This is an optimization exercise on Yosys and OpenROAD, whose aim is small area, a short achievable clock period and few clock cycles per item, not a production implementation. Function was not checked in any run shown here: the RTL went through the layout flow alone. No activity file was given, so power comes from the tool's default toggle rates.

`flow/design.v`:
```
`timescale 1ns/1ps
`default_nettype none
module mul_top
(
  input  wire                          clk,
  input  wire                          rst_n,
  input  wire [5-1:0]    awaddr,
  input  wire                          awvalid,
  output logic                         awready,
  input  wire [31:0]                   wdata,
  input  wire                          wvalid,
  output logic                         wready,
  output logic                         bvalid,
  output logic [1:0]           bresp,
  input  wire                          bready,
  input  wire [5-1:0]    araddr,
  input  wire                          arvalid,
  output logic                         arready,
  output logic                         rvalid,
  output logic [31:0]                  rdata,
  output logic [1:0]           rresp,
  input  wire                          rready
);
  logic [31:0] x;           
  logic        xv;          
  logic [31:0] y;           
  logic        yv;          
  logic [32:0] s;           
  logic [32:0] c;           
  logic        cin;         
  logic [31:0] p_lo;        
  logic        pv;          
  logic [2:0]  da, db;      
  logic [33:0] y3;          
  logic        running;     
  logic        acc;         
  logic        hib;         
  logic        h16;         
  logic [2:0]  cnt;         
  logic        done;        
  logic [31:0] count;
  logic        bv;
  logic        berr;
  logic        step;        
  logic        fin;         
  logic        rpend;
  logic        aw_q;        
  logic        ar_q;        
  logic        rv_q;        
  logic        rerr;
  logic        sel_x, sel_y, sel_ctrl, sel_lo, sel_hi, sel_cnt;
  logic wr_en;
  logic wr_hit;
  logic start;
  logic x_we;
  logic y_we;
  assign awready = aw_q;
  assign wready  = awready;
  assign wr_en   = awready & awvalid & wvalid;
  always_comb
  begin
    case (awaddr)
      5'h00,
      5'h04,
      5'h08,
      5'h0C,
      5'h10,
      5'h14: wr_hit = 1'b1;
      default:        wr_hit = 1'b0;
    endcase
  end
  assign x_we  = wr_en & (awaddr == 5'h00);
  assign y_we  = wr_en & (awaddr == 5'h04);
  assign start = wr_en & (awaddr == 5'h08) & wdata[0];
  assign bvalid = bv;
  assign bresp  = {berr, 1'b0};
  always_ff @(posedge clk or negedge rst_n)
  begin
    if (!rst_n)
    begin
      bv <= 1'b0;
      xv <= 1'b0;
      yv <= 1'b0;
    end
    else
    begin
      if (wr_en)
        bv <= 1'b1;
      else if (bready)
        bv <= 1'b0;
      if (x_we)
        xv <= 1'b1;
      if (y_we)
        yv <= 1'b1;
    end
  end
  always_ff @(posedge clk)
  begin
    if (wr_en)
      berr <= ~wr_hit;
    if (x_we)
      x <= wdata;
    if (y_we)
      y <= wdata;
  end
  logic rd_en;
  assign arready  = ar_q;
  assign rd_en    = arready & arvalid;
  assign rvalid   = rv_q;
  assign rresp    = {rerr, 1'b0};
  always_ff @(posedge clk or negedge rst_n)
  begin
    if (!rst_n)
      rpend <= 1'b0;
    else if (rd_en)
      rpend <= 1'b1;
    else if (rvalid & rready)
      rpend <= 1'b0;
  end
  always_ff @(posedge clk or negedge rst_n)
  begin
    if (!rst_n)
    begin
      sel_x    <= 1'b0;
      sel_y    <= 1'b0;
      sel_ctrl <= 1'b0;
      sel_lo   <= 1'b0;
      sel_hi   <= 1'b0;
      sel_cnt  <= 1'b0;
      rerr     <= 1'b0;
    end
    else if (rd_en)
    begin
      sel_x    <= (araddr == 5'h00) & xv;
      sel_y    <= (araddr == 5'h04) & yv;
      sel_ctrl <= (araddr == 5'h08);
      sel_lo   <= (araddr == 5'h0C) & pv;
      sel_hi   <= (araddr == 5'h10) & pv;
      sel_cnt  <= (araddr == 5'h14);
      rerr     <= ~((araddr == 5'h00) | (araddr == 5'h04) |
                    (araddr == 5'h08) | (araddr == 5'h0C) |
                    (araddr == 5'h10) | (araddr == 5'h14));
    end
  end
  logic       running_n;
  logic       hib_n;
  logic [2:0] cnt_n;
  logic       bv_n;
  logic       rpend_n;
  logic       sel_lo_n;
  logic       sel_hi_n;
  logic       sel_cnt_n;
  logic       near_end_n;
  assign running_n  = start | (running & ~fin);
  assign hib_n      = fin;
  assign cnt_n      = step ? cnt + 3'd1 : cnt;
  assign bv_n       = wr_en | (bv & ~bready);
  assign rpend_n    = rd_en | (rpend & ~(rvalid & rready));
  assign sel_lo_n   = rd_en ? ((araddr == 5'h0C) & pv) : sel_lo;
  assign sel_hi_n   = rd_en ? ((araddr == 5'h10) & pv) : sel_hi;
  assign sel_cnt_n  = rd_en ? (araddr == 5'h14) : sel_cnt;
  assign near_end_n = (cnt_n == 3'd5) | (cnt_n == 3'd6) | (cnt_n == 3'd7) | (cnt_n == 3'd0);
  always_ff @(posedge clk or negedge rst_n)
  begin
    if (!rst_n)
    begin
      aw_q <= 1'b1;
      ar_q <= 1'b1;
      rv_q <= 1'b0;
    end
    else
    begin
      aw_q <= ~running_n & ~hib_n & ~bv_n;
      ar_q <= ~rpend_n & (~running_n | near_end_n);
      rv_q <= rpend_n & ~(sel_lo_n & running_n & (cnt_n != 3'd0))
                      & ~(sel_hi_n & (running_n | hib_n))
                      & ~(sel_cnt_n & running_n);
    end
  end
  assign rdata = ({32{sel_x}}   & x)
               | ({32{sel_y}}   & y)
               | ({32{sel_lo}}  & p_lo)
               | ({32{sel_hi}}  & s[31:0])
               | ({32{sel_cnt}} & count)
               | {30'd0, sel_ctrl & done, 1'b0};
  function automatic logic [36:0] maj3(input logic [36:0] a, input logic [36:0] b,
                                       input logic [36:0] d);
    maj3 = (a & b) | (a & d) | (b & d);
  endfunction
  logic [32:0] s_in;
  logic [36:0] r0, r1, r2, r3;
  logic [36:0] a1, b1, a4, b4;
  logic [3:0]  dn;          
  logic [4:0]  low;
  logic [16:0] hi_lo;       
  logic [16:0] hi_hi;       
  logic [17:0] hi_hi_c;
  pfx_add #(.N(16)) i_hi_lo
  (
    .a   (s[15:0]),
    .b   (c[15:0]),
    .cin (cin),
    .sum (hi_lo)
  );
  pfx_add #(.N(17)) i_hi_hi
  (
    .a   (s[32:16]),
    .b   (c[32:16]),
    .cin (h16),
    .sum (hi_hi_c)
  );
  assign hi_hi = hi_hi_c[16:0];
  assign step = start | (running & (cnt != 3'd0));
  assign fin  = running & (cnt == 3'd0);
  assign s_in = s & {33{acc}};
  assign dn   = x_we ? (wdata[3:0] & {4{yv}})
              : y_we ? (x[3:0] & {4{xv}})
              : (x[4*(cnt+3'd1) +: 4] & {4{xv & yv}});
  function automatic logic [2:0] onehot3(input logic [1:0] d);
    onehot3 = {d == 2'd3, d == 2'd2, d == 2'd1};
  endfunction
  logic [34:0] y3_sum;
  pfx_add #(.N(34)) i_y3
  (
    .a   ({1'b0, y, 1'b0}),
    .b   ({2'd0, y}),
    .cin (1'b0),
    .sum (y3_sum)
  );
  always_ff @(posedge clk)
    y3 <= y3_sum[33:0];
  always_comb
  begin
    r0 = {3'd0, ({34{da[0]}} & {2'd0, y}) | ({34{da[1]}} & {1'd0, y, 1'd0})
              | ({34{da[2]}} & y3)};
    r1 = {1'd0, ({34{db[0]}} & {2'd0, y}) | ({34{db[1]}} & {1'd0, y, 1'd0})
              | ({34{db[2]}} & y3), 2'd0};
    r2 = {4'd0, s_in};
    r3 = {4'd0, c};
    a1 = r0 ^ r1 ^ r2;
    b1 = maj3(r0, r1, r2) << 1;
    a4 = a1 ^ b1 ^ r3;
    b4 = maj3(a1, b1, r3) << 1;
    low    = {1'b0, a4[3:0]} + {1'b0, b4[3:0]} + {4'd0, cin};
  end
  always_ff @(posedge clk or negedge rst_n)
  begin
    if (!rst_n)
    begin
      running <= 1'b0;
      acc     <= 1'b0;
      hib     <= 1'b0;
      cnt     <= 3'd0;
      pv      <= 1'b0;
      done    <= 1'b0;
      da      <= 3'd0;
      db      <= 3'd0;
      count   <= '0;
    end
    else
    begin
      if (start)
        acc <= 1'b1;
      else if (cnt == 3'd7)
        acc <= 1'b0;
      if (start)
      begin
        running <= 1'b1;
        pv      <= 1'b1;
        done    <= 1'b1;
      end
      else if (fin)
        running <= 1'b0;
      hib <= fin;
      if (step)
        cnt <= cnt + 3'd1;
      if (x_we | y_we | step)
      begin
        da <= onehot3(dn[1:0]);
        db <= onehot3(dn[3:2]);
      end
      count <= count + {31'd0, fin};
      if (rvalid & rready & sel_ctrl)
        done <= 1'b0;
    end
  end
  always_ff @(posedge clk)
  begin
    c   <= step ? b4[36:4] : (c & {33{running}});
    cin <= step ? low[4] : (cin & running);
    h16 <= hi_lo[16];
    if (step)
    begin
      s    <= a4[36:4];
      p_lo <= {low[3:0], p_lo[31:4]};
    end
    else
    begin
      if (fin)
        s[15:0]  <= hi_lo[15:0];
      if (hib)
        s[32:16] <= hi_hi;
    end
  end
endmodule
module pfx_add #(parameter int N = 16)
(
  input  wire [N-1:0] a,
  input  wire [N-1:0] b,
  input  wire         cin,
  output logic [N:0]  sum
);
  localparam int L = $clog2(N);
  logic [N-1:0] g [L+1];    
  logic [N-1:0] p [L+1];    
  logic [N-1:0] hp;         
  always_comb
  begin
    hp   = a ^ b;
    g[0] = a & b;
    p[0] = hp;
    g[0][0] = (a[0] & b[0]) | (hp[0] & cin);
    for (int l = 0; l < L; l++)
    begin
      for (int i = 0; i < N; i++)
      begin
        if ((i >> l) % 2 == 1)
        begin
          g[l+1][i] = g[l][i] | (p[l][i] & g[l][((i >> l) << l) - 1]);
          p[l+1][i] = p[l][i] & p[l][((i >> l) << l) - 1];
        end
        else
        begin
          g[l+1][i] = g[l][i];
          p[l+1][i] = p[l][i];
        end
      end
    end
    sum[0] = hp[0] ^ cin;
    for (int i = 1; i < N; i++)
      sum[i] = hp[i] ^ g[L][i-1];
    sum[N] = g[L][N-1];
  end
endmodule
`default_nettype wire
```
`flow/flow/run.sh`:
```
#!/bin/bash
# Standard ORFS layout (the standard.sh, standard synthesis unchanged),
# with two changes to how the layout is made: plain buf_2 cells as the port
# buffers, and clock tree synthesis without dummy loads.
# Each step's full output goes to its own log in this folder.
set -euo pipefail
export BUFFER_PORTS_ARGS="-buffer_cell sky130_fd_sc_hd__buf_2"
export CTS_ARGS="-sink_clustering_enable -repair_clock_nets -dont_use_dummy_load"
bash standard.sh synth > synth.log 2>&1
bash standard.sh floorplan > floorplan.log 2>&1
bash standard.sh place > place.log 2>&1
bash standard.sh cts > cts.log 2>&1
bash standard.sh route > route.log 2>&1
bash standard.sh finish > finish.log 2>&1
```
`flow/standard.sh`:
```
#!/bin/bash
# synth_recipe.tcl (not shown) runs the flow's synth.tcl, then flattens the netlist and writes it again
# the make line also repeats each setting of config.mk as NAME=value (left out here)
make -C /OpenROAD-flow-scripts/flow DESIGN_CONFIG=/design/flow/config.mk WORK_HOME=/design/flow/orfs CLKGATE_MAP_FILE= SYNTH_SCRIPT=/design/flow/synth_recipe.tcl "${@:-finish}"
```
`flow/config.mk`:
```
export PLATFORM = sky130hd
export DESIGN_NAME = mul_top
export DESIGN_NICKNAME = mul_top
export VERILOG_FILES = /design/flow/design.v
export SDC_FILE = /design/flow/constraint.sdc
export NUM_CORES = 4
export LEC_CHECK = 0
export ABC_CLOCK_PERIOD_IN_PS = 2500
export CAP_MARGIN = 20
export CORE_MARGIN = 2
export CORE_UTILIZATION = 40
export SETUP_SLACK_MARGIN = 2.2
export SLEW_MARGIN = 20
```
`flow/constraint.sdc`:
```
create_clock -name core_clock -period 5.0 [get_ports {clk}]
set_input_delay 1.0000 -clock core_clock [delete_from_list [all_inputs] [get_ports {clk}]]
set_output_delay 1.0000 -clock core_clock [all_outputs]
set_load 0.01 [all_outputs]
```
==> results of run 1 <==
==> cells in the final DEF (no fill, tap or decap), types with 7 or more instances in the layout <==
master,count
a211oi_1,7
a21o_1,15
a21oi_1,33
a222oi_1,94
a22o_1,39
a22oi_1,34
and2_1,7
and3_1,17
buf_2,86
buf_4,71
buf_6,12
clkbuf_16,30
dfrtp_1,45
dfrtp_4,9
dfxtp_1,68
edfxtp_1,130
fa_1,71
fa_2,7
ha_1,65
ha_4,8
inv_1,108
nand2_1,133
nand2b_1,7
nand3_1,24
nand4_1,7
nor2_1,43
nor2b_1,7
o21a_1,9
o21ai_0,31
o21ai_1,21
xnor2_1,37
xor2_1,36
==> cell type report <==
cell class	instances	area share (%)
clock buffers	30	4.29
inverters	111	2.38
multi-input cells	854	43.5
flip-flops and latches	259	39.1
well taps	468	3.35
repair buffers	178	7.44
==> worst min-delay path by stage <==
stage                    end  slack (ns)  cells past startpoint
floorplan           p_lo[26]        0.43                      0
global placement     p_lo[8]        0.44                      0
detailed placement  p_lo[10]        0.44                      0
CTS                       bv        0.21                      1
global route              bv        0.21                      1
finish                    bv        0.22                      1
==> state kept, by name, indices dropped and copies added, names as in the netlist, 3 cells and up <==
register and flops:
y3 34, c 33, s 33, count 32, p_lo 32, x 32
y 32, cnt 3, da 3, db 3
==> power groups by stage <==
stage / Combinational, mW / Sequential (mW) / Clock [mW]
2_1_floorplan: 0.507 / 2.42 / 0
3_3_place_gp: 0.649 / 2.51 / 0
3_5_place_dp: 0.659 / 2.51 / 0
4_1_cts: 0.764 / 2.42 / 1.88
5_1_grt: 0.875 / 2.43 / 1.95
6_report: 0.791 / 2.43 / 1.86
==> per-stage QoR <==
stage | setup slack (ns) | hold WS [ns] | util [%]
floorplan | 2.02 | 0.427 | -
global placement | 1.53 | 0.442 | 42.9
detailed placement | 1.41 | 0.436 | 42.9
CTS | 1.97 | 0.207 | 46.9
global route | 1.93 | 0.215 | 47.9
finish | 1.99 | 0.220 | 47.9
==> what timing repair did <==
| action | 4_1_cts | 5_1_grt |
|---|---|---|
| setup buffers | 44 | 25 |
| setup endpoints to repair | 146 | 139 |
| gates cloned | 4 | 1 |
| pin swaps | 81 | 34 |
| gates resized for setup | 72 | 39 |
==> cell families after synthesis <==
kind of cell    share of synthesized area (%)
compound gates                           17.7
simple gates                             9.03
flops                                    46.0
buf+inv                                  4.94
fa+ha+maj                                16.9
xor+xnor                                 4.39
mux                                      1.03
other cells                            0.0254
==> per-layer routing <==
| layer | routed length (um) | track usage, % | vias up |
|---|---|---|---|
| li1 | - | - | 5069 |
| met5 | 0 | 0 | - |
| met2 | 21500 | 38.1 | 542 |
| met3 | 3640 | 3.64 | 76 |
| met1 | 18600 | 31.4 | 5703 |
| met4 | 1290 | 7.41 | 0 |
==> out/results.ini, run 1 <==
[routing]
vias_per_cell=5.99
antenna_left=0
drtPass1Iterations=9
dr_total_vias=11390
routed_wl_um=45100
drc=0
drt_iter0_drc=1545
wl_per_cell_um=23.7

[global_routing]
grt_overflow_total=0
grt_max_degree=59
grt_pass1_vias=11259
grt_pass1_wl_um=67800
grt.total_usage_pct=23.1
antenna_found_initial=0

[final_layout]
multiInputGateArea_um2=7600
stdcell_area_um2=17500
final-seq-area_um2=6830
final_nets=1636
n_antenna_cell=0
drive_above_1_share_pct=21.2
finalNonFillerCells=1900
area.growth.synth_to_final_pct=18.4
fillers=3253

[synthesis]
synthFlopType=edfxtp_1
synth_most_common_cell=nand2_1
postSynthCellCount=1294
synthTopCellsByCount=133 x nand2_1, 130 x edfxtp_1, 111 x inv_1, 94 x a222oi_1, 78 x fa_1
synth-edff-count=130
synth_seq_cells=259
synth_area_leader_cell=edfxtp_1
synthArstFlopShare_pct=23.2
syn_area_per_cell_um2=11.4
synth_area_um2=14800
ys_types=62
synth_top_cell_area_share_pct=26.4
netlist_top_cells_area=edfxtp_1 26%, fa_1 11%, dfrtp_1 9.8%, dfxtp_1 9.4%, a222oi_1 6.4%
yosys_warnings=10
yosysSeqAreaShare_pct=46.0

[die]
core-area_um2=36500
row_count=70
io_pins=90
initial_core_util_pct=40.4
die-area_um2=38500
die_y_um=196
die_w_um=196

[critical_path]
endpoint=cin
crit_fanout=3
crit_family=adder cells
crit_slowest_cell=fa_1
r2r.worst_path.cells=10
startpoint_type=register
arrival_ns=3.46
critical_path_class=reg -> reg
r2r-end=cin
r2r-start=da[1]
crit_cells=10
cp.buffers_inverters=2
worstPathRequired_ns=5.46
cp-end-kind=register
cp-startpoint=da[1]
cp_common_cell=fa_1
path_cells=buf_12 -> a222oi_1 -> inv_1 -> fa_1 -> fa_1 -> ha_4 -> nor2b_1 -> o21a_1 -> o21ai_1 -> nand2_1
reg2reg_slack_ns=1.99
crit_path_max_incr_delay_ns=0.57

[clocking]
clk_pin_slew_worst_paths_ns=0.06
cts_root_buf=clkbuf_16
htreeDepth=1
cts_tree=done
cts_sinks=259
clock_latency_ns=0.57
numCtsBuffers=30
cts_buffer_depth=3
cts_hold_buffers=0

[sta]
fin_crit_ns=3.01
setup_viol=0
fmax_mhz=333
relSlewSlack_pct=39.4
fin_tns_setup_ns=0
tightest_slew_ns=0.908
hold_viol_final=0
rsz0062_at_grt=yes
period_share_pct=60.1
maxSlewViolCount=0
fin_worst_skew_ns=0.0276

[job]
drv_cap=0

[placed_design]
dpl_cell_area_um2=15700
place_congestion=0.889
dp_hpwl_um=30600
placed_cells=1796
portBuffers=87

[pwr]
p_leak_nw=7.56
p_comb_share_pct=15.6
p_seq_share_pct=47.8
clkPwrFrac_pct=36.6
p_sw_share_pct=27.3
power.density_nw_per_um2=290
switchingPower_mw=1.39
ir_drop_mv=0.256
power_mw=5.08
intPower_mw=3.69

[min_path]
hold_path_class=in -> async

[run_status]
status=timing/DRC/antenna clean

==> inputs of run 2 (changes only) <==
--- a/flow/design.v
+++ b/flow/design.v
@@ -47,6 +47,7 @@
   logic        aw_q;        
   logic        ar_q;        
   logic        rv_q;        
+  logic [31:0] rdq;         
   logic        rerr;
   logic        sel_x, sel_y, sel_ctrl, sel_lo, sel_hi, sel_cnt;
   logic wr_en;
@@ -141,6 +142,15 @@
                     (araddr == 5'h08) | (araddr == 5'h0C) |
                     (araddr == 5'h10) | (araddr == 5'h14));
     end
+    else if (rvalid & rready)
+    begin
+      sel_x    <= 1'b0;
+      sel_y    <= 1'b0;
+      sel_ctrl <= 1'b0;
+      sel_lo   <= 1'b0;
+      sel_hi   <= 1'b0;
+      sel_cnt  <= 1'b0;
+    end
   end
   logic       running_n;
   logic       hib_n;
@@ -149,16 +159,17 @@
   logic       rpend_n;
   logic       sel_lo_n;
   logic       sel_hi_n;
-  logic       sel_cnt_n;
   logic       near_end_n;
+  logic       rdq_acc;
   assign running_n  = start | (running & ~fin);
   assign hib_n      = fin;
   assign cnt_n      = step ? cnt + 3'd1 : cnt;
   assign bv_n       = wr_en | (bv & ~bready);
   assign rpend_n    = rd_en | (rpend & ~(rvalid & rready));
-  assign sel_lo_n   = rd_en ? ((araddr == 5'h0C) & pv) : sel_lo;
-  assign sel_hi_n   = rd_en ? ((araddr == 5'h10) & pv) : sel_hi;
-  assign sel_cnt_n  = rd_en ? (araddr == 5'h14) : sel_cnt;
+  assign sel_lo_n   = rd_en ? ((araddr == 5'h0C) & pv) : (sel_lo & ~(rvalid & rready));
+  assign sel_hi_n   = rd_en ? ((araddr == 5'h10) & pv) : (sel_hi & ~(rvalid & rready));
+  assign rdq_acc    = rd_en & ((araddr == 5'h00) | (araddr == 5'h04) |
+                               (araddr == 5'h14));
   assign near_end_n = (cnt_n == 3'd5) | (cnt_n == 3'd6) | (cnt_n == 3'd7) | (cnt_n == 3'd0);
   always_ff @(posedge clk or negedge rst_n)
   begin
@@ -172,16 +183,18 @@
     begin
       aw_q <= ~running_n & ~hib_n & ~bv_n;
       ar_q <= ~rpend_n & (~running_n | near_end_n);
-      rv_q <= rpend_n & ~(sel_lo_n & running_n & (cnt_n != 3'd0))
-                      & ~(sel_hi_n & (running_n | hib_n))
-                      & ~(sel_cnt_n & running_n);
+      rv_q <= rpend_n & ~rdq_acc
+                      & ~(sel_lo_n & running_n & (cnt_n != 3'd0))
+                      & ~(sel_hi_n & (running_n | hib_n));
     end
   end
-  assign rdata = ({32{sel_x}}   & x)
-               | ({32{sel_y}}   & y)
-               | ({32{sel_lo}}  & p_lo)
+  always_ff @(posedge clk)
+    rdq <= ({32{sel_x}}   & x)
+         | ({32{sel_y}}   & y)
+         | ({32{sel_cnt}} & count);
+  assign rdata = ({32{sel_lo}}  & p_lo)
                | ({32{sel_hi}}  & s[31:0])
-               | ({32{sel_cnt}} & count)
+               | rdq
                | {30'd0, sel_ctrl & done, 1'b0};
   function automatic logic [36:0] maj3(input logic [36:0] a, input logic [36:0] b,
                                        input logic [36:0] d);
@@ -279,7 +292,7 @@
         da <= onehot3(dn[1:0]);
         db <= onehot3(dn[3:2]);
       end
-      count <= count + {31'd0, fin};
+      count <= count + {31'd0, running & (cnt == 3'd1)};
       if (rvalid & rready & sel_ctrl)
         done <= 1'b0;
     end
==> out/results.ini, run 2 <==
[run_status]
status=timing/DRC/antenna clean

[global_routing]
grt.total_usage_pct=21.0
grt_pass1_wl_um=66300
use_met3_pct=2.74
busiest_layer=met2
grt_pass1_vias=11407
grt_overflow_total=0
grt_max_degree=87
use_met2_pct=33.7
antenna_found_initial=0
met1_usage_pct=29.2

[final_layout]
final_nets=1670
final-seq-area_um2=7450
layout_commonest_cell=inv_1
layout_common_cells=139 x inv_1, 130 x edfxtp_1, 105 x nand2_1, 100 x dfxtp_1, 94 x a222oi_1
reg.largest.list=y3 (34), c (33), s (33)
largest_register_ffs=34
multiInputGateArea_um2=7540
fillers=3437
n_antenna_cell=0
largest_register=y3
drive_above_1_share_pct=19.7
area.growth.synth_to_final_pct=17.5

[min_path]
hold_path_class=reg -> reg
holdCritStartpoint=p_lo[4]

[die]
die_y_um=201
initial_core_util_pct=40.3
core-area_um2=38500
die_w_um=201
die-area_um2=40300
row_count=72
io_pins=90

[routing]
vias_per_cell=5.80
wl_per_cell_um=21.8
drc=0
routed_wl_um=43200
drtPass1Iterations=11
drt_iter0_drc=1173
antenna_left=0
dr_total_vias=11506

[sta]
hold_viol_final=0
fin_tns_setup_ns=0
setup_viol=0
fin_crit_ns=2.96
tightest_slew_ns=0.919
relSlewSlack_pct=38.8
rsz0062_at_grt=yes
fin_worst_skew_ns=0.0343
fmax_mhz=338
hold_slack_ns=0.450
maxSlewViolCount=0
period_share_pct=59.2

[critical_path]
crit_slowest_cell=edfxtp_1
arrival_ns=3.29
worstPathRequired_ns=5.33
critical_path_class=reg -> reg
crit_fanout=3
startpoint_type=register
crit_path_max_incr_delay_ns=0.43
path_cells=inv_2 -> fa_2 -> inv_2 -> fa_2 -> a21o_1 -> a21o_1 -> a2111o_1 -> nand3_2 -> a21boi_2 -> or3_4 -> a31o_4
cp-end-kind=register
r2r-start=s[16]
cp-startpoint=s[16]

[synthesis]
synth-edff-count=130
synth_area_leader_cell=edfxtp_1
synthArstFlopShare_pct=20.6
netlist_top_cells_area=edfxtp_1 25%, dfxtp_1 13%, fa_1 10%, dfrtp_1 9.4%, ha_1 6.1%
syn_area_per_cell_um2=11.6
ys_types=66
synth_seq_cells=291
synthTopCellsByCount=147 x inv_1, 130 x edfxtp_1, 105 x nand2_1, 101 x dfxtp_1, 94 x a222oi_1
synthFlopType=edfxtp_1
synth_top_cell_area_share_pct=25.2
yosys_warnings=10
synth_most_common_cell=inv_1
yosysSeqAreaShare_pct=48.0
postSynthCellCount=1332
synth_area_um2=15500

[clocking]
clk_pin_slew_worst_paths_ns=0.06
cts_buffer_depth=3
cts_root_buf=clkbuf_16
cts_tree=done
cts_sinks=291
numCtsBuffers=31
clock_latency_ns=0.58
htreeDepth=1

[pwr]
ir_drop_mv=0.269
p_sw_share_pct=26.0
p_comb_share_pct=13.5
clkPwrFrac_pct=36.5
power.density_nw_per_um2=293
intPower_mw=3.95
switchingPower_mw=1.39
p_seq_share_pct=50.0
p_leak_nw=8.01

[placed_design]
place_congestion=0.869
dp_hpwl_um=30600
portBuffers=87

[job]
drv_cap=0

==> run 2: routing by layer <==
layer	routed length (um)	vias up
li1	-	5193
met1	18400	5707
met2	20000	500
met3	3140	106
met4	1650	0
met5	0	-
==> run 2: path summary, 6_finish.rpt <==
path	to	slack, ns	depth (start not counted)
worst min register to register	p_lo[0]	0.45	0
max in group asynchronous	db[0]	3.80	2
worst max-delay path	s[29]	2.04	11
worst max register to register	s[29]	2.04	11
worst min-delay path	p_lo[0]	0.45	0
min in group asynchronous	count[10]	0.59	2
==> run 2: per-stage QoR <==
| step | instance area [um^2] | power [mW] | setup WS (ns) | std cells | util, % |
|---|---|---|---|---|---|
| after floorplan | 15500 | 3.14 | 2.01 | 1333 | - |
| after global placement | 16400 | 3.36 | 1.35 | 1876 | 42.6 |
| after detailed placement | 16400 | 3.37 | 1.27 | 1876 | 42.6 |
| after CTS | 17700 | 5.33 | 2.05 | 1950 | 46.1 |
| after global routing | 18200 | 5.54 | 1.91 | 1983 | 47.3 |
| final | 18200 | 5.34 | 2.04 | 1983 | 47.3 |
==> run 2: repair_timing <==
action / in CTS / in global routing
setup endpoints to repair: 99 / 58
setup buffers: 43 / 30
resized for setup: 53 / 47
gates cloned: 0 / 3
hold buffers: 0 / 0
pin swaps: 37 / 34
==> run 2: kinds of logic (layout without fill, tap and decap cells) <==
group | after synthesis | count (layout) | synth area share (%)
buffers and inverters | 221 | 353 | 5.60
XOR/XNOR | 72 | 72 | 4.07
AND/OR/NAND/NOR | 259 | 259 | 8.09
flip-flops | 291 | 291 | 48.0
AO/OA/AOI/OAI | 326 | 326 | 17.2
multiplexers | 8 | 8 | 0.840
other | 1 | 2 | 0.0242
adder cells (fa/ha/maj) | 154 | 154 | 16.2
==> run 2: final cells by class <==
| type | instances | area share (%) |
|---|---|---|
| clock buffers | 31 | 4.26 |
| repair buffers | 175 | 6.78 |
| multi-input cells | 821 | 41.4 |
| inverters | 147 | 3.07 |
| flip-flops and latches | 291 | 40.9 |
| well taps | 518 | 3.56 |
==> run 2: critical path, delay by kind of cell (launching register included) <==
kind	cells	cell delay, ns
compound gates	5	1.11
simple gates	2	0.52
buf+inv	2	0.12
fa+ha+maj	2	0.54
flops	1	0.43
==> run 2: power groups by stage <==
stage / Clock, mW / Sequential [mW] / Combinational, mW
2_1_floorplan: 0 / 2.67 / 0.475
3_3_place_gp: 0 / 2.74 / 0.619
3_5_place_dp: 0 / 2.74 / 0.633
4_1_cts: 1.98 / 2.69 / 0.666
5_1_grt: 2.06 / 2.68 / 0.797
6_report: 1.95 / 2.67 / 0.720
==> inputs of run 3 (changes only) <==
--- a/flow/config.mk
+++ b/flow/config.mk
@@ -5,7 +5,7 @@
 export SDC_FILE = /design/flow/constraint.sdc
 export NUM_CORES = 4
 export LEC_CHECK = 0
-export ABC_CLOCK_PERIOD_IN_PS = 2500
+export ABC_CLOCK_PERIOD_IN_PS = 1800
 export CAP_MARGIN = 20
 export CORE_MARGIN = 2
 export CORE_UTILIZATION = 40
==> out/results.ini, run 3 <==
[run_status]
status=timing/DRC/antenna clean

[routing]
drc=0
dr_total_vias=11506
antenna_left=0
drtPass1Iterations=11
routed_wl_um=43200
vias_per_cell=5.80
wl_per_cell_um=21.8
drt_iter0_drc=1173

[synthesis]
synth_area_um2=15500
yosys_warnings=10
synth_top_cell_area_share_pct=25.2
yosysSeqAreaShare_pct=48.0
synthArstFlopShare_pct=20.6
syn_area_per_cell_um2=11.6
postSynthCellCount=1332
synthFlopType=edfxtp_1
synth_area_leader_cell=edfxtp_1
synth_most_common_cell=inv_1
synth-edff-count=130
ys_types=66
synth_seq_cells=291
synthTopCellsByCount=147 x inv_1, 130 x edfxtp_1, 105 x nand2_1, 101 x dfxtp_1, 94 x a222oi_1
netlist_top_cells_area=edfxtp_1 25%, dfxtp_1 13%, fa_1 10%, dfrtp_1 9.4%, ha_1 6.1%

[pwr]
p_sw_share_pct=26.0
intPower_mw=3.95
p_leak_nw=8.01
power.density_nw_per_um2=293
switchingPower_mw=1.39
clkPwrFrac_pct=36.5
p_seq_share_pct=50.0
ir_drop_mv=0.269
p_comb_share_pct=13.5

[final_layout]
area.growth.synth_to_final_pct=17.5
drive_above_1_share_pct=19.7
layout_common_cells=139 x inv_1, 130 x edfxtp_1, 105 x nand2_1, 100 x dfxtp_1, 94 x a222oi_1
final_nets=1670
n_antenna_cell=0
layout_commonest_cell=inv_1
largest_register=y3
reg.largest.list=y3 (34), c (33), s (33)
fillers=3437
largest_register_ffs=34

[die]
row_count=72
die_w_um=201
die_y_um=201
die-area_um2=40300
io_pins=90
core-area_um2=38500
initial_core_util_pct=40.3

[critical_path]
path_cells=inv_2 -> fa_2 -> inv_2 -> fa_2 -> a21o_1 -> a21o_1 -> a2111o_1 -> nand3_2 -> a21boi_2 -> or3_4 -> a31o_4
startpoint_type=register
r2r-end=s[29]
endpoint=s[29]
crit_family=compound AO/OA/AOI/OAI gates
crit_cells=11
crit_path_max_incr_delay_ns=0.43
crit_fanout=3
cp.buffers_inverters=2
critical_path_class=reg -> reg
cp-end-kind=register
reg2reg_slack_ns=2.04
arrival_ns=3.29
crit_slowest_cell=edfxtp_1
cp-startpoint=s[16]
r2r-start=s[16]
worstPathRequired_ns=5.33
r2r.worst_path.cells=11

[job]
drv_cap=0

[clocking]
numCtsBuffers=31
htreeDepth=1
cts_buffer_depth=3
cts_sinks=291
cts_root_buf=clkbuf_16
cts_tree=done
clock_latency_ns=0.58
clk_pin_slew_worst_paths_ns=0.06

[global_routing]
grt_overflow_total=0
grt_pass1_wl_um=66300
grt_max_degree=87
grt_pass1_vias=11407
antenna_found_initial=0
grt.total_usage_pct=21.0

[sta]
relSlewSlack_pct=38.8
hold_viol_final=0
tightest_slew_ns=0.919
fmax_mhz=338
fin_tns_setup_ns=0
fin_worst_skew_ns=0.0343
fin_crit_ns=2.96
rsz0062_at_grt=yes
period_share_pct=59.2
maxSlewViolCount=0
setup_viol=0
hold_slack_ns=0.450

[placed_design]
place_congestion=0.869
dp_hpwl_um=30600
portBuffers=87

[min_path]
hold_path_class=reg -> reg

-- run 3: cell counts in the layout (fill, tap and decap cells not counted) --
No cell type changed its count.
-- run 3: worst min path at each step --
| stage | end | start | slack (ns) | cells after the start |
|---|---|---|---|---|
| global placement | p_lo[6] | p_lo[10] | 0.43 | 0 |
| detailed placement | p_lo[3] | p_lo[7] | 0.44 | 0 |
| floorplan | p_lo[26] | p_lo[30] | 0.43 | 0 |
| finish | p_lo[0] | p_lo[4] | 0.45 | 0 |
| CTS | p_lo[3] | p_lo[7] | 0.45 | 0 |
| global route | p_lo[0] | p_lo[4] | 0.46 | 0 |
-- run 3: stage by stage --
stage,instance area (um^2),instances,setup WS [ns],util (%),total power [mW]
2_1_floorplan,15500,1333,2.01,-,3.14
3_3_place_gp,16400,1876,1.35,42.6,3.36
3_5_place_dp,16400,1876,1.27,42.6,3.37
4_1_cts,17700,1950,2.05,46.1,5.33
5_1_grt,18200,1983,1.91,47.3,5.54
6_report,18200,1983,2.04,47.3,5.34
-- run 3: layout make-up --
type / instances / area [um^2] / share of cell area [%]
multi-input combinational: 821 / 7540 / 41.4
timing repair buffer: 175 / 1230 / 6.78
inverter: 147 / 559 / 3.07
tap: 518 / 648 / 3.56
sequential: 291 / 7450 / 40.9
clock buffer: 31 / 776 / 4.26
-- run 3: cells by family (layout without fill, tap and decap cells) --
| kind of cell | count (synthesis) | count (layout) | synth area share (%) |
|---|---|---|---|
| DFF | 291 | 291 | 48.0 |
| adders and majority gates | 154 | 154 | 16.2 |
| muxes | 8 | 8 | 0.840 |
| and+or+nand+nor | 259 | 259 | 8.09 |
| buffers and inverters | 221 | 353 | 5.60 |
| AOI/OAI and AO/OA | 326 | 326 | 17.2 |
| other | 1 | 2 | 0.0242 |
| xor gates and xnor gates | 72 | 72 | 4.07 |
-- run 3: metal layers --
| metal | global-route usage [%] | vias up | wire length, um |
|---|---|---|---|
| met1 | 29.2 | 5707 | 18400 |
| met3 | 2.74 | 106 | 3140 |
| met5 | 0 | - | 0 |
| li1 | - | 5193 | - |
| met4 | 7.54 | 0 | 1650 |
| met2 | 33.7 | 500 | 20000 |
-- run 3: what timing repair did --
action / CTS / global route
gates cloned: 0 / 3
gates resized for setup: 53 / 47
pin swaps: 37 / 34
hold buffers: 0 / 0
setup buffers: 43 / 30
endpoints found under the setup margin: 99 / 58
-- run 3: power groups by stage --
| stage | combinational (mW) | sequential [mW] | clock (mW) |
|---|---|---|---|
| finish | 0.720 | 2.67 | 1.95 |
| global route | 0.797 | 2.68 | 2.06 |
| CTS | 0.666 | 2.69 | 1.98 |
| detailed placement | 0.633 | 2.74 | 0 |
| global placement | 0.619 | 2.74 | 0 |
| floorplan | 0.475 | 2.67 | 0 |
==> inputs of run 4 (changes only) <==
--- a/flow/design.v
+++ b/flow/design.v
@@ -30,8 +30,7 @@
   logic        cin;         
   logic [31:0] p_lo;        
   logic        pv;          
-  logic [2:0]  da, db;      
-  logic [33:0] y3;          
+  logic [3:0]  dq;          
   logic        running;     
   logic        acc;         
   logic        hib;         
@@ -47,7 +46,6 @@
   logic        aw_q;        
   logic        ar_q;        
   logic        rv_q;        
-  logic [31:0] rdq;         
   logic        rerr;
   logic        sel_x, sel_y, sel_ctrl, sel_lo, sel_hi, sel_cnt;
   logic wr_en;
@@ -142,15 +140,6 @@
                     (araddr == 5'h08) | (araddr == 5'h0C) |
                     (araddr == 5'h10) | (araddr == 5'h14));
     end
-    else if (rvalid & rready)
-    begin
-      sel_x    <= 1'b0;
-      sel_y    <= 1'b0;
-      sel_ctrl <= 1'b0;
-      sel_lo   <= 1'b0;
-      sel_hi   <= 1'b0;
-      sel_cnt  <= 1'b0;
-    end
   end
   logic       running_n;
   logic       hib_n;
@@ -159,17 +148,16 @@
   logic       rpend_n;
   logic       sel_lo_n;
   logic       sel_hi_n;
+  logic       sel_cnt_n;
   logic       near_end_n;
-  logic       rdq_acc;
   assign running_n  = start | (running & ~fin);
   assign hib_n      = fin;
   assign cnt_n      = step ? cnt + 3'd1 : cnt;
   assign bv_n       = wr_en | (bv & ~bready);
   assign rpend_n    = rd_en | (rpend & ~(rvalid & rready));
-  assign sel_lo_n   = rd_en ? ((araddr == 5'h0C) & pv) : (sel_lo & ~(rvalid & rready));
-  assign sel_hi_n   = rd_en ? ((araddr == 5'h10) & pv) : (sel_hi & ~(rvalid & rready));
-  assign rdq_acc    = rd_en & ((araddr == 5'h00) | (araddr == 5'h04) |
-                               (araddr == 5'h14));
+  assign sel_lo_n   = rd_en ? ((araddr == 5'h0C) & pv) : sel_lo;
+  assign sel_hi_n   = rd_en ? ((araddr == 5'h10) & pv) : sel_hi;
+  assign sel_cnt_n  = rd_en ? (araddr == 5'h14) : sel_cnt;
   assign near_end_n = (cnt_n == 3'd5) | (cnt_n == 3'd6) | (cnt_n == 3'd7) | (cnt_n == 3'd0);
   always_ff @(posedge clk or negedge rst_n)
   begin
@@ -183,27 +171,24 @@
     begin
       aw_q <= ~running_n & ~hib_n & ~bv_n;
       ar_q <= ~rpend_n & (~running_n | near_end_n);
-      rv_q <= rpend_n & ~rdq_acc
-                      & ~(sel_lo_n & running_n & (cnt_n != 3'd0))
-                      & ~(sel_hi_n & (running_n | hib_n));
+      rv_q <= rpend_n & ~(sel_lo_n & running_n & (cnt_n != 3'd0))
+                      & ~(sel_hi_n & (running_n | hib_n))
+                      & ~(sel_cnt_n & running_n);
     end
   end
-  always_ff @(posedge clk)
-    rdq <= ({32{sel_x}}   & x)
-         | ({32{sel_y}}   & y)
-         | ({32{sel_cnt}} & count);
-  assign rdata = ({32{sel_lo}}  & p_lo)
+  assign rdata = ({32{sel_x}}   & x)
+               | ({32{sel_y}}   & y)
+               | ({32{sel_lo}}  & p_lo)
                | ({32{sel_hi}}  & s[31:0])
-               | rdq
+               | ({32{sel_cnt}} & count)
                | {30'd0, sel_ctrl & done, 1'b0};
   function automatic logic [36:0] maj3(input logic [36:0] a, input logic [36:0] b,
                                        input logic [36:0] d);
     maj3 = (a & b) | (a & d) | (b & d);
   endfunction
   logic [32:0] s_in;
-  logic [36:0] r0, r1, r2, r3;
-  logic [36:0] a1, b1, a4, b4;
-  logic [3:0]  dn;          
+  logic [36:0] r0, r1, r2, r3, r4, r5;
+  logic [36:0] a1, b1, a2, b2, a3, b3, a4, b4;
   logic [4:0]  low;
   logic [16:0] hi_lo;       
   logic [16:0] hi_hi;       
@@ -226,34 +211,22 @@
   assign step = start | (running & (cnt != 3'd0));
   assign fin  = running & (cnt == 3'd0);
   assign s_in = s & {33{acc}};
-  assign dn   = x_we ? (wdata[3:0] & {4{yv}})
-              : y_we ? (x[3:0] & {4{xv}})
-              : (x[4*(cnt+3'd1) +: 4] & {4{xv & yv}});
-  function automatic logic [2:0] onehot3(input logic [1:0] d);
-    onehot3 = {d == 2'd3, d == 2'd2, d == 2'd1};
-  endfunction
-  logic [34:0] y3_sum;
-  pfx_add #(.N(34)) i_y3
-  (
-    .a   ({1'b0, y, 1'b0}),
-    .b   ({2'd0, y}),
-    .cin (1'b0),
-    .sum (y3_sum)
-  );
-  always_ff @(posedge clk)
-    y3 <= y3_sum[33:0];
   always_comb
   begin
-    r0 = {3'd0, ({34{da[0]}} & {2'd0, y}) | ({34{da[1]}} & {1'd0, y, 1'd0})
-              | ({34{da[2]}} & y3)};
-    r1 = {1'd0, ({34{db[0]}} & {2'd0, y}) | ({34{db[1]}} & {1'd0, y, 1'd0})
-              | ({34{db[2]}} & y3), 2'd0};
-    r2 = {4'd0, s_in};
-    r3 = {4'd0, c};
+    r0 = {5'd0, y & {32{dq[0]}}};
+    r1 = {4'd0, y & {32{dq[1]}}, 1'd0};
+    r2 = {3'd0, y & {32{dq[2]}}, 2'd0};
+    r3 = {2'd0, y & {32{dq[3]}}, 3'd0};
+    r4 = {4'd0, s_in};
+    r5 = {4'd0, c};
     a1 = r0 ^ r1 ^ r2;
     b1 = maj3(r0, r1, r2) << 1;
-    a4 = a1 ^ b1 ^ r3;
-    b4 = maj3(a1, b1, r3) << 1;
+    a2 = r3 ^ r4 ^ r5;
+    b2 = maj3(r3, r4, r5) << 1;
+    a3 = a1 ^ b1 ^ a2;
+    b3 = maj3(a1, b1, a2) << 1;
+    a4 = a3 ^ b3 ^ b2;
+    b4 = maj3(a3, b3, b2) << 1;
     low    = {1'b0, a4[3:0]} + {1'b0, b4[3:0]} + {4'd0, cin};
   end
   always_ff @(posedge clk or negedge rst_n)
@@ -266,8 +239,7 @@
       cnt     <= 3'd0;
       pv      <= 1'b0;
       done    <= 1'b0;
-      da      <= 3'd0;
-      db      <= 3'd0;
+      dq      <= 4'd0;
       count   <= '0;
     end
     else
@@ -287,12 +259,13 @@
       hib <= fin;
       if (step)
         cnt <= cnt + 3'd1;
-      if (x_we | y_we | step)
-      begin
-        da <= onehot3(dn[1:0]);
-        db <= onehot3(dn[3:2]);
-      end
-      count <= count + {31'd0, running & (cnt == 3'd1)};
+      if (x_we)
+        dq <= wdata[3:0] & {4{yv}};
+      else if (y_we)
+        dq <= x[3:0] & {4{xv}};
+      else if (step)
+        dq <= x[4*(cnt+3'd1) +: 4] & {4{xv & yv}};
+      count <= count + {31'd0, fin};
       if (rvalid & rready & sel_ctrl)
         done <= 1'b0;
     end
--- a/flow/config.mk
+++ b/flow/config.mk
@@ -5,7 +5,7 @@
 export SDC_FILE = /design/flow/constraint.sdc
 export NUM_CORES = 4
 export LEC_CHECK = 0
-export ABC_CLOCK_PERIOD_IN_PS = 1800
+export ABC_CLOCK_PERIOD_IN_PS = 2500
 export CAP_MARGIN = 20
 export CORE_MARGIN = 2
 export CORE_UTILIZATION = 40
==> out/results.ini, run 4 <==
[global_routing]
grt_max_degree=64
grt_pass1_vias=10863
grt.total_usage_pct=22.8
grt_overflow_total=0
grt_pass1_wl_um=63400
antenna_found_initial=1

[critical_path]
r2r-start=y[0]
path_cells=buf_12 -> a222oi_1 -> nand2_1 -> buf_2
crit_fanout=16
crit_family=flip-flops
cp-end-kind=output port
worstPathRequired_ns=4.00
critical_path_class=reg -> out
r2r.worst_path.cells=8
arrival_ns=1.96
reg2reg_slack_ns=2.06
cp.buffers_inverters=2
startpoint_type=register
crit_slowest_cell=dfrtp_4
r2r-end=p_lo[31]
crit_path_max_incr_delay_ns=0.53

[routing]
dr_total_vias=10558
drc=0
routed_wl_um=41100
antenna_left=0
drt_iter0_drc=1112
drtPass1Iterations=7
wl_per_cell_um=22.1
vias_per_cell=5.68

[synthesis]
synth_area_leader_cell=edfxtp_1
synthTopCellsByCount=241 x nand2_1, 156 x inv_1, 135 x fa_1, 130 x edfxtp_1, 56 x dfrtp_1
yosys_warnings=7
synth-edff-count=130
postSynthCellCount=1278
ys_types=67
synthArstFlopShare_pct=26.0
netlist_top_cells_area=edfxtp_1 28%, fa_1 19%, dfrtp_1 9.9%, nand2_1 6.4%, dfxtp_1 5.0%
syn_area_per_cell_um2=11.0
synth_top_cell_area_share_pct=27.6
synth_most_common_cell=nand2_1
synth_seq_cells=223
synthFlopType=edfxtp_1
synth_area_um2=14100
yosysSeqAreaShare_pct=42.9

[pwr]
p_sw_share_pct=30.0
intPower_mw=3.53
power.density_nw_per_um2=299
p_comb_share_pct=26.4
clkPwrFrac_pct=32.9
ir_drop_mv=0.258
p_seq_share_pct=40.6
p_leak_nw=7.08
switchingPower_mw=1.52

[min_path]
hold_depth=0
holdCritStartpoint=p_lo[12]
worstHoldEndpoint=p_lo[8]
hold_path_class=reg -> reg

[final_layout]
drive_above_1_share_pct=21.7
area.growth.synth_to_final_pct=19.6
layout_commonest_cell=nand2_1
n_antenna_cell=0
final_nets=1636
layout_common_cells=198 x nand2_1, 149 x inv_1, 130 x edfxtp_1, 124 x fa_1, 87 x buf_2
stdcell_area_um2=16900
reg.largest.list=c (33), s (33)

[sta]
relSlewSlack_pct=45.6
tightest_slew_ns=0.817
fin_crit_ns=2.96
hold_viol_final=0
setup_viol=0
fin_worst_skew_ns=0.0460
fin_tns_setup_ns=0
fmax_mhz=338
hold_slack_ns=0.437
maxSlewViolCount=0
rsz0062_at_grt=yes
period_share_pct=59.2

[die]
die_y_um=192
die_w_um=192
row_count=68
io_pins=90
core-area_um2=34600
die-area_um2=36800
initial_core_util_pct=40.8

[clocking]
numCtsBuffers=27
clock_latency_ns=0.55
cts_buffer_depth=3
htreeDepth=1
clk_pin_slew_worst_paths_ns=0.06
cts_hold_buffers=0
cts_sinks=223
cts_tree=done
cts_root_buf=clkbuf_16

[placed_design]
place_congestion=0.877
dp_hpwl_um=28500
portBuffers=87
dpl_cell_area_um2=15000

[job]
drv_cap=0

[run_status]
status=timing/DRC/antenna clean

[run 4: logic make-up after synthesis]
logic type	after synthesis	share of synthesized area [%]
buffers and inverters	218	6.09
AOI/OAI and AO/OA	219	11.8
xor gates and xnor gates	45	2.79
adders and majority gates	180	23.1
other	1	0.0266
muxes	9	0.992
and+or+nand+nor	383	12.3
DFF	223	42.9
[run 4: area by class of cell]
cell class	count	area (um^2)
Fill cell	3102	17700
Multi-Input combinational cell	838	7570
Sequential cell	223	6090
Tap cell	455	569
Timing Repair Buffer	160	1380
Clock buffer	27	676
Inverter	157	606
[run 4: metrics by stage]
stage	cells	setup WS [ns]	total power [mW]	util (%)
2_1_floorplan	1279	2.16	2.77	-
3_3_place_gp	1778	1.35	3.09	43.4
3_5_place_dp	1778	1.35	3.10	43.4
4_1_cts	1844	2.07	4.99	47.4
5_1_grt	1860	1.98	5.32	48.8
6_report	1860	2.04	5.05	48.8
[run 4: worst max-delay path by stage]
stage / startpoint / to / slack, ns / cells past startpoint
after floorplan: dq[2] / p_lo[31] / 2.16 / 9
after global placement: awaddr[4] / s[30] / 1.35 / 9
after detailed placement: awaddr[4] / s[30] / 1.35 / 9
after CTS: sel_x / rdata[18] / 2.07 / 4
after global routing: dq[1] / p_lo[31] / 1.98 / 8
final: sel_x / rdata[18] / 2.04 / 4
[run 4: per-layer routing]
| metal | global-route usage (%) | part of all wire [%] |
|---|---|---|
| met4 | 8.17 | 3.6 |
| met2 | 35.4 | 46 |
| met5 | 0 | 0.034 |
| met3 | 4.53 | 8.6 |
| met1 | 31.9 | 42 |
[run 4: power by group through the flow]
stage	Combinational [mW]	Clock (mW)	Sequential (mW)
detailed placement	0.975	0	2.12
global placement	0.972	0	2.12
finish	1.33	1.66	2.05
global route	1.50	1.76	2.06
floorplan	0.716	0	2.06
CTS	1.24	1.69	2.05
[run 4: timing repair]
action | in CTS | in global routing
setup endpoints to repair | 234 | 73
cloned | 2 | 2
resized for setup | 93 | 96
setup buffers | 37 | 12
pin swaps | 86 | 100
==> inputs of run 5 (changes only) <==
--- a/flow/config.mk
+++ b/flow/config.mk
@@ -8,6 +8,7 @@
 export ABC_CLOCK_PERIOD_IN_PS = 2500
 export CAP_MARGIN = 20
 export CORE_MARGIN = 2
-export CORE_UTILIZATION = 40
+export CORE_UTILIZATION = 60
+export PLACE_DENSITY = 0.75
 export SETUP_SLACK_MARGIN = 2.2
 export SLEW_MARGIN = 20
==> out/results.ini, run 5 <==
[run_status]
status=timing/DRC/antenna clean

[final_layout]
n_antenna_cell=0
layout_common_cells=222 x nand2_1, 151 x inv_1, 130 x edfxtp_1, 128 x fa_1, 86 x buf_2
stdcell_area_um2=16400
final_nets=1629
reg.largest.list=c (33), s (33)
drive_above_1_share_pct=19.0
layout_commonest_cell=nand2_1
area.growth.synth_to_final_pct=16.1

[clocking]
htreeDepth=1
cts_tree=done
clock_latency_ns=0.52
cts_buffer_depth=3
cts_root_buf=clkbuf_16
numCtsBuffers=25
cts_sinks=223
clk_pin_slew_worst_paths_ns=0.06

[critical_path]
cp-end-kind=register
worstPathRequired_ns=5.13
r2r-start=dq[1]
arrival_ns=3.09
reg2reg_slack_ns=2.11
crit_fanout=16
startpoint_type=input pin
critical_path_class=in -> reg
r2r-end=s[15]
r2r.worst_path.cells=8

[sta]
tightest_slew_ns=1.19
period_share_pct=59.1
maxSlewViolCount=0
fin_tns_setup_ns=0
fin_crit_ns=2.95
relSlewSlack_pct=20.6
fmax_mhz=338
rsz0062_at_grt=yes
hold_viol_final=0
fin_worst_skew_ns=0.0187
setup_viol=0
hold_slack_ns=0.457

[pwr]
ir_drop_mv=0.236
power.density_nw_per_um2=297
p_leak_nw=6.89

[routing]
vias_per_cell=6.24
antenna_left=0
drtPass1Iterations=8
wl_per_cell_um=22.8
drc=0
dr_total_vias=10719
routed_wl_um=39200
drt_iter0_drc=1372

[die]
initial_core_util_pct=60.7
die_y_um=157
core-area_um2=23300
die_w_um=157
row_count=56
io_pins=90
die-area_um2=24800

[synthesis]
synthTopCellsByCount=241 x nand2_1, 156 x inv_1, 135 x fa_1, 130 x edfxtp_1, 56 x dfrtp_1
netlist_top_cells_area=edfxtp_1 28%, fa_1 19%, dfrtp_1 9.9%, nand2_1 6.4%, dfxtp_1 5.0%
synthFlopType=edfxtp_1
postSynthCellCount=1278
synthArstFlopShare_pct=26.0
synth-edff-count=130
yosys_warnings=7
synth_most_common_cell=nand2_1
synth_seq_cells=223
synth_area_um2=14100
synth_top_cell_area_share_pct=27.6
synth_area_leader_cell=edfxtp_1
ys_types=67
syn_area_per_cell_um2=11.0
yosysSeqAreaShare_pct=42.9

[min_path]
holdCritStartpoint=p_lo[16]
hold_depth=0
hold_path_class=reg -> reg
worstHoldEndpoint=p_lo[12]

[placed_design]
dp_hpwl_um=26000
dpl_cell_area_um2=14800
place_congestion=0.853
portBuffers=87

[global_routing]
antenna_found_initial=0
grt_overflow_total=0
grt_max_degree=62
grt_pass1_vias=10922
grt.total_usage_pct=31.4
grt_pass1_wl_um=59100

[job]
drv_cap=0

-- run 5: cell counts after synthesis --
No cell type changed its count.
-- run 5: layout make-up --
| cell class | instances | area [um^2] |
|---|---|---|
| Inverter | 157 | 594 |
| Tap cell | 319 | 399 |
| Multi-Input combinational cell | 839 | 7420 |
| Timing Repair Buffer | 154 | 1270 |
| Clock buffer | 25 | 626 |
| Sequential cell | 223 | 6090 |
| Fill cell | 1667 | 6860 |
-- run 5: repair_timing --
action | CTS | global route
hold buffers | 0 | 0
cloned | 1 | 5
pin swaps | 70 | 65
hold endpoints to repair | 0 | 0
resized for setup | 45 | 68
setup buffers | 34 | 15
setup endpoints to repair | 208 | 126
-- run 5: worst max-delay path, cell delays in order --
cell    delay, ns
buf_2        0.11
or3_4        0.40
or3_1        0.57
nor2_2       1.00
-- run 5: routing by layer --
| layer | routed length, um | vias to the layer above | GRT usage [%] | part of all wire (%) |
|---|---|---|---|---|
| met3 | 4090 | 95 | 6.36 | 10 |
| met1 | 15400 | 5366 | 43.2 | 39 |
| li1 | - | 4629 | - | - |
| met5 | 0 | - | 0 | 0 |
| met4 | 1180 | 0 | 10.7 | 3.0 |
| met2 | 18600 | 629 | 50.6 | 47 |
-- run 5: worst max path at each step --
stage | from | endpoint | slack [ns] | cells past startpoint
after floorplan | dq[2] | p_lo[31] | 2.16 | 9
after global placement | dq[2] | p_lo[31] | 1.41 | 7
after detailed placement | dq[3] | s[15] | 1.55 | 8
after CTS | sel_x | rdata[25] | 2.13 | 4
after global routing | sel_x | rdata[9] | 2.03 | 4
final | awaddr[4] | x[14] | 2.05 | 4
-- run 5: logic make-up after synthesis --
logic type               count (synthesis)  share of synthesized area [%]
flip-flops                             223                           42.9
XOR/XNOR                                45                           2.79
AO/OA/AOI/OAI                          219                           11.8
AND/OR/NAND/NOR                        383                           12.3
other                                    1                         0.0266
buffers and inverters                  218                           6.09
multiplexers                             9                          0.992
adder cells (fa/ha/maj)                180                           23.1
-- run 5: per-stage QoR --
step	std cells	setup WS [ns]	total power, mW	util (%)
detailed placement	1637	1.55	3.07	63.8
global placement	1637	1.41	3.05	63.8
finish	1717	2.05	4.87	70.5
floorplan	1279	2.16	2.77	-
global route	1717	2.03	5.09	70.5
CTS	1697	2.13	4.71	68.5
-- run 5: report_power, final --
part	leakage, nW	switching, mW	internal, mW	total [mW]
Sequential	2.21	0.0567	2.00	2.05
Clock	0.308	0.686	0.872	1.56
Combinational	4.37	0.701	0.555	1.26
Total	6.89	1.44	3.42	4.87

## static timing again, ports no longer ideal
No port has a modelled driver above. Below, the same layouts with a new extraction and two added sets of constraints. Step 1 assumes that a clkbuf_16 drives the clock port and a buf_2 every other input. Step 2, shift: input delay + t, output delay - t, t = (earliest + latest rising clock arrival at the registers) / 2. This alone moves slack from input paths to output paths. Three values: no drivers, after step 1, after step 2; two values: the first two.
| run | t (ns) | slack for setup (ns) | slew at the worst register clock pin (ns) |
|---|---|---|---|
| run 1 | 0.613 | 1.995 / 1.958 / 1.805 | 0.06 / 0.06 |
| run 2 | 0.618 | 2.041 / 2.041 / 1.728 | 0.07 / 0.07 |
| run 3 | 0.618 | 2.041 / 2.041 / 1.728 | 0.07 / 0.07 |
| run 4 | 0.574 | 2.042 / 1.991 / 1.716 | 0.06 / 0.06 |
| run 5 | 0.561 | 2.046 / 2.059 / 1.512 | 0.06 / 0.06 |
After both steps every run listed still meets setup and hold. The setup slack of run 5, which loses most, moves by +0.013 ns with the drivers and by -0.534 ns with both steps.
